From an optimization exercise on the open Yosys and OpenROAD flow, aimed at small area; shortcuts taken in it are not production practice.
The RTL was checked by simulation tests, not by an equivalence proof against the original design.
Power and IR drop assume default switching activity. No driver is modelled on the clock port, so clocking that relies on it looks cheaper here than on a real chip.

Setup of run 4:
==> flow/design.v <==
module int_moderator #(
  parameter int unsigned COUNT = 16,
  parameter int unsigned CNT_W = 8,
  parameter int unsigned TMR_W = 16
) (
  input  logic               clk,
  input  logic               reset,
  input  logic [COUNT-1:0]   ev_pulse,
  output logic [COUNT-1:0]   int_valid,
  input  logic [COUNT-1:0]   int_ready,
  input  logic               cfg_valid,
  output logic               cfg_ready,
  input  logic [4:0]         cfg_sel,
  input  logic [CNT_W-1:0]   cfg_threshold,
  input  logic [TMR_W-1:0]   cfg_timeout,
  input  logic [TMR_W-1:0]   cfg_holdoff,
  output logic [COUNT-1:0]   ev_overflow,
  input  logic [COUNT-1:0]   ovf_clear
);
  logic [COUNT-1:0] r_valid;
  logic [COUNT-1:0] r_hold;
  logic [COUNT-1:0] r_ovf;
  logic [CNT_W-1:0] r_cntn    [COUNT];    
  logic [TMR_W-1:0] r_tmrn    [COUNT];    
  logic [CNT_W-1:0] r_nthr    [COUNT];    
  logic [TMR_W-1:0] r_timeout [COUNT];
  logic [TMR_W-1:0] r_holdoff [COUNT];
  logic [COUNT-1:0] r_tnz;                
  logic [COUNT-1:0] r_hnz;                
  assign cfg_ready   = 1'b1;
  assign int_valid   = r_valid;
  assign ev_overflow = r_ovf;
  logic [CNT_W-1:0] w_cfg_nthr;
  logic [TMR_W-1:0] w_cfg_timeout;
  logic [TMR_W-1:0] w_cfg_holdoff;
  logic             w_cfg_tnz, w_cfg_hnz;
  always_comb begin
    if (reset) begin
      w_cfg_nthr    = '1;
      w_cfg_timeout = '0;
      w_cfg_holdoff = '0;
    end else begin
      w_cfg_nthr    = (cfg_threshold == '0) ? '1 : CNT_W'(-cfg_threshold);
      w_cfg_timeout = cfg_timeout;
      w_cfg_holdoff = cfg_holdoff;
    end
  end
  assign w_cfg_tnz = (w_cfg_timeout != '0);
  assign w_cfg_hnz = (w_cfg_holdoff != '0);
  for (genvar i = 0; i < COUNT; i++) begin : g_src
    logic             ev, nz, idle, ack, zbase, sat, inc_en, ge, tnz, hnz;
    logic             tle1, t_is1, tnzero, dec_sel, dec_en, go_assert, go_hold;
    logic             s_t, s_h, s_d;
    logic [CNT_W-1:0] base, inc;
    logic [CNT_W:0]   cy;
    logic [TMR_W:0]   tog;
    logic [TMR_W-1:0] tmr, dec;
    logic             cfg_we;
    assign ev    = ev_pulse[i] & ~reset;
    logic [CNT_W-1:0] cnt;
    assign cnt   = ~r_cntn[i];
    assign nz    = (cnt != '0);
    assign idle  = ~r_valid[i] & ~r_hold[i] & ~nz;
    assign ack   = r_valid[i] & int_ready[i];
    assign zbase = ack | reset;             
    assign base  = zbase ? '0 : cnt;
    assign sat   = (base == '1);
    assign inc_en = ev & ~sat;
    assign inc   = base + CNT_W'(inc_en);
    always_comb begin
      cy[0] = ev;
      for (int k = 0; k < CNT_W; k++)
        cy[k+1] = (base[k] & r_nthr[i][k]) | ((base[k] | r_nthr[i][k]) & cy[k]);
    end
    assign ge = cy[CNT_W];
    assign tmr    = ~r_tmrn[i];
    assign tnz    = r_tnz[i];
    assign hnz    = r_hnz[i];
    assign tle1   = (tmr[TMR_W-1:1] == '0);
    assign t_is1  = tle1 & tmr[0];
    assign tnzero = ~tle1 | tmr[0];
    assign dec_sel = idle | (r_hold[i] & tle1) | (ack & ~hnz);
    assign dec_en = ~r_valid[i] & ((tnz & tnzero) | r_hold[i]);
    always_comb begin
      tog[0] = dec_en;
      for (int k = 0; k < TMR_W; k++)
        tog[k+1] = tog[k] & ~tmr[k];
    end
    assign dec = tmr ^ tog[TMR_W-1:0];
    assign s_t = dec_sel;
    assign s_h = ack & hnz;
    assign s_d = ~dec_sel & ~ack;
    always_comb begin
      go_assert = 1'b0;
      go_hold   = 1'b0;
      if (dec_sel) begin
        go_assert = ge;
      end else if (r_valid[i]) begin
        go_assert = ~ack;
        go_hold   = ack;
      end else if (r_hold[i]) begin
        go_hold   = 1'b1;
      end else begin
        go_assert = ge | (tnz & t_is1);
      end
    end
    assign cfg_we = reset | (cfg_valid & (cfg_sel == 5'(i)));
    always_ff @(posedge clk) begin
      r_tmrn[i] <= ~(({TMR_W{s_t}} & r_timeout[i]) |
                     ({TMR_W{s_h}} & r_holdoff[i]) |
                     ({TMR_W{s_d}} & dec));
      r_cntn[i] <= ~inc;
      if (reset) begin
        r_valid[i] <= 1'b0;
        r_hold[i]  <= 1'b0;
        r_ovf[i]   <= 1'b0;
      end else begin
        r_valid[i] <= go_assert;
        r_hold[i]  <= go_hold;
        r_ovf[i]   <= (r_ovf[i] & ~ovf_clear[i]) | (ev & sat);
      end
      if (cfg_we) begin
        r_nthr[i]    <= w_cfg_nthr;
        r_timeout[i] <= w_cfg_timeout;
        r_holdoff[i] <= w_cfg_holdoff;
        r_tnz[i]     <= w_cfg_tnz;
        r_hnz[i]     <= w_cfg_hnz;
      end
    end
  end
endmodule
clock: 5.0 ns
lec_check: 0
cap_margin: 20
core_margin: 2
core_utilization: 45
place_density: 0.6
slew_margin: 20
standard.sh (not shown) runs the stock make flow with config.mk's settings and CLKGATE_MAP_FILE= SYNTH_SCRIPT=/design/flow/synth_recipe.tcl, a recipe that flattens the netlist after the stock synthesis.
==> flow/flow/run.sh <==
#!/bin/bash
# The standard layout (standard.sh), with these changes:
#  * Yosys's ABC technology mapping uses an area-oriented script
#    (flow/abc_area.script) in place of ORFS's speed script; the rest of
#    synthesis, including register mapping, is unchanged.
#  * the port buffers that global placement inserts are buf_1 cells.
#  * CTS clusters more sinks per leaf buffer and inserts no dummy loads.
# standard.sh writes every tool's log under orfs/logs; its own output goes
# to standard.log here.
set -e
cp standard.sh standard_sh_copy.txt
rm -rf scripts_area
cp -r "$FLOW_HOME/scripts" scripts_area
cp flow/abc_area.script scripts_area/abc_speed.script
export SCRIPTS_DIR="$PWD/scripts_area"
export BUFFER_PORTS_ARGS="-buffer_cell sky130_fd_sc_hd__buf_1"
export CTS_ARGS="-sink_clustering_enable -repair_clock_nets -dont_use_dummy_load -sink_clustering_size 29 -sink_clustering_max_diameter 130"
bash standard.sh > standard.log 2>&1
==> flow/flow/abc_area.script <==
&get -n
&st
&dch -f
&nf -a -F 8 -A 8 -R 1000
&put
topo
stime -c
dnsize -c
Input changes introduced in run 2 (baseline for comparison: run 4):
--- a/flow/design.v
+++ b/flow/design.v
@@ -47,9 +47,9 @@
   end
   assign w_cfg_tnz = (w_cfg_timeout != '0);
   assign w_cfg_hnz = (w_cfg_holdoff != '0);
   for (genvar i = 0; i < COUNT; i++) begin : g_src
-    logic             ev, nz, idle, ack, zbase, sat, inc_en, ge, tnz, hnz;
+    logic             ev, nz, idle, accum, ack, zbase, sat, ge, tnz, hnz;
     logic             tle1, t_is1, tnzero, dec_sel, dec_en, go_assert, go_hold;
     logic             s_t, s_h, s_d;
     logic [CNT_W-1:0] base, inc;
     logic [CNT_W:0]   cy;
@@ -60,14 +60,14 @@
     logic [CNT_W-1:0] cnt;
     assign cnt   = ~r_cntn[i];
     assign nz    = (cnt != '0);
     assign idle  = ~r_valid[i] & ~r_hold[i] & ~nz;
+    assign accum = ~r_valid[i] & ~r_hold[i] & nz;
     assign ack   = r_valid[i] & int_ready[i];
-    assign zbase = ack | reset;             
+    assign zbase = idle | ack | reset;
     assign base  = zbase ? '0 : cnt;
     assign sat   = (base == '1);
-    assign inc_en = ev & ~sat;
-    assign inc   = base + CNT_W'(inc_en);
+    assign inc   = base + CNT_W'(ev & ~sat);
     always_comb begin
       cy[0] = ev;
       for (int k = 0; k < CNT_W; k++)
         cy[k+1] = (base[k] & r_nthr[i][k]) | ((base[k] | r_nthr[i][k]) & cy[k]);
@@ -79,9 +79,9 @@
     assign tle1   = (tmr[TMR_W-1:1] == '0);
     assign t_is1  = tle1 & tmr[0];
     assign tnzero = ~tle1 | tmr[0];
     assign dec_sel = idle | (r_hold[i] & tle1) | (ack & ~hnz);
-    assign dec_en = ~r_valid[i] & ((tnz & tnzero) | r_hold[i]);
+    assign dec_en = (accum & tnz & tnzero) | r_hold[i];
     always_comb begin
       tog[0] = dec_en;
       for (int k = 0; k < TMR_W; k++)
         tog[k+1] = tog[k] & ~tmr[k];
==> comparison <==
Run 4 -> run 2: power drawn by the clock network flat
Summary: sum of net half-perimeters after detailed placement, run 2 worse than run 4
r_tmrn[14][2] as the timing startpoint of the critical path was reported by run 4, and r_tmrn[2][3] by run 2.
Diff run 4 -> run 2 | synthesized area | increase of about 0.43%
Between run 2 and run 4, it is run 2 whose number of distinct library cells after synthesis is higher, by about 6%.
Critical path depth for run 2: 1 down relative to run 4
When the final numbers for run 4 and run 2 were put side by side, the global-route usage turned out to be greater in run 2.
met1 wire length for run 2: about 1.3% up relative to run 4
The non-clock buffer count in run 2 was lower than what run 4 gave.
[compare] base=run 4 new=run 2: number of port buffers held; cell area held.
Between run 2 and run 4, the area share of fa/ha/maj cells after synthesis does not differ in any meaningful way.
Compared with run 4, run 2 shows a fmax that is 0.42% lower.

## what the ideal ports hide
No port has a modelled driver above. Below, the same layouts with a new extraction and two added sets of constraints.
Step 1 (the two cells are an assumption about what drives the block):
set clk [get_ports {clk}]
set_driving_cell -lib_cell sky130_fd_sc_hd__clkbuf_16 $clk
set_driving_cell -lib_cell sky130_fd_sc_hd__buf_2 [delete_from_list [all_inputs] $clk]
Step 2 moves the port delays by t, midway between the first and last clock arrival at a register: inputs arrive t later, outputs are due t later. That takes back most of the time a late clock gives input paths.
a / b / c = ideal ports / drivers / drivers and shift; a / b = the first two.
run	shift t [ns]	slack for setup (ns)	hold slack, ns	slew at the worst register clock pin (ns)	pins driven straight from the clock port
run 4	0.667	0.320 / 0.320 / 0.320	0.343 / 0.343 / 0.343	0.11 / 0.11	1
run 2	0.651	0.300 / 0.300 / 0.300	0.344 / 0.344 / 0.344	0.12 / 0.12	1
After both steps setup and hold are still met in every run listed.
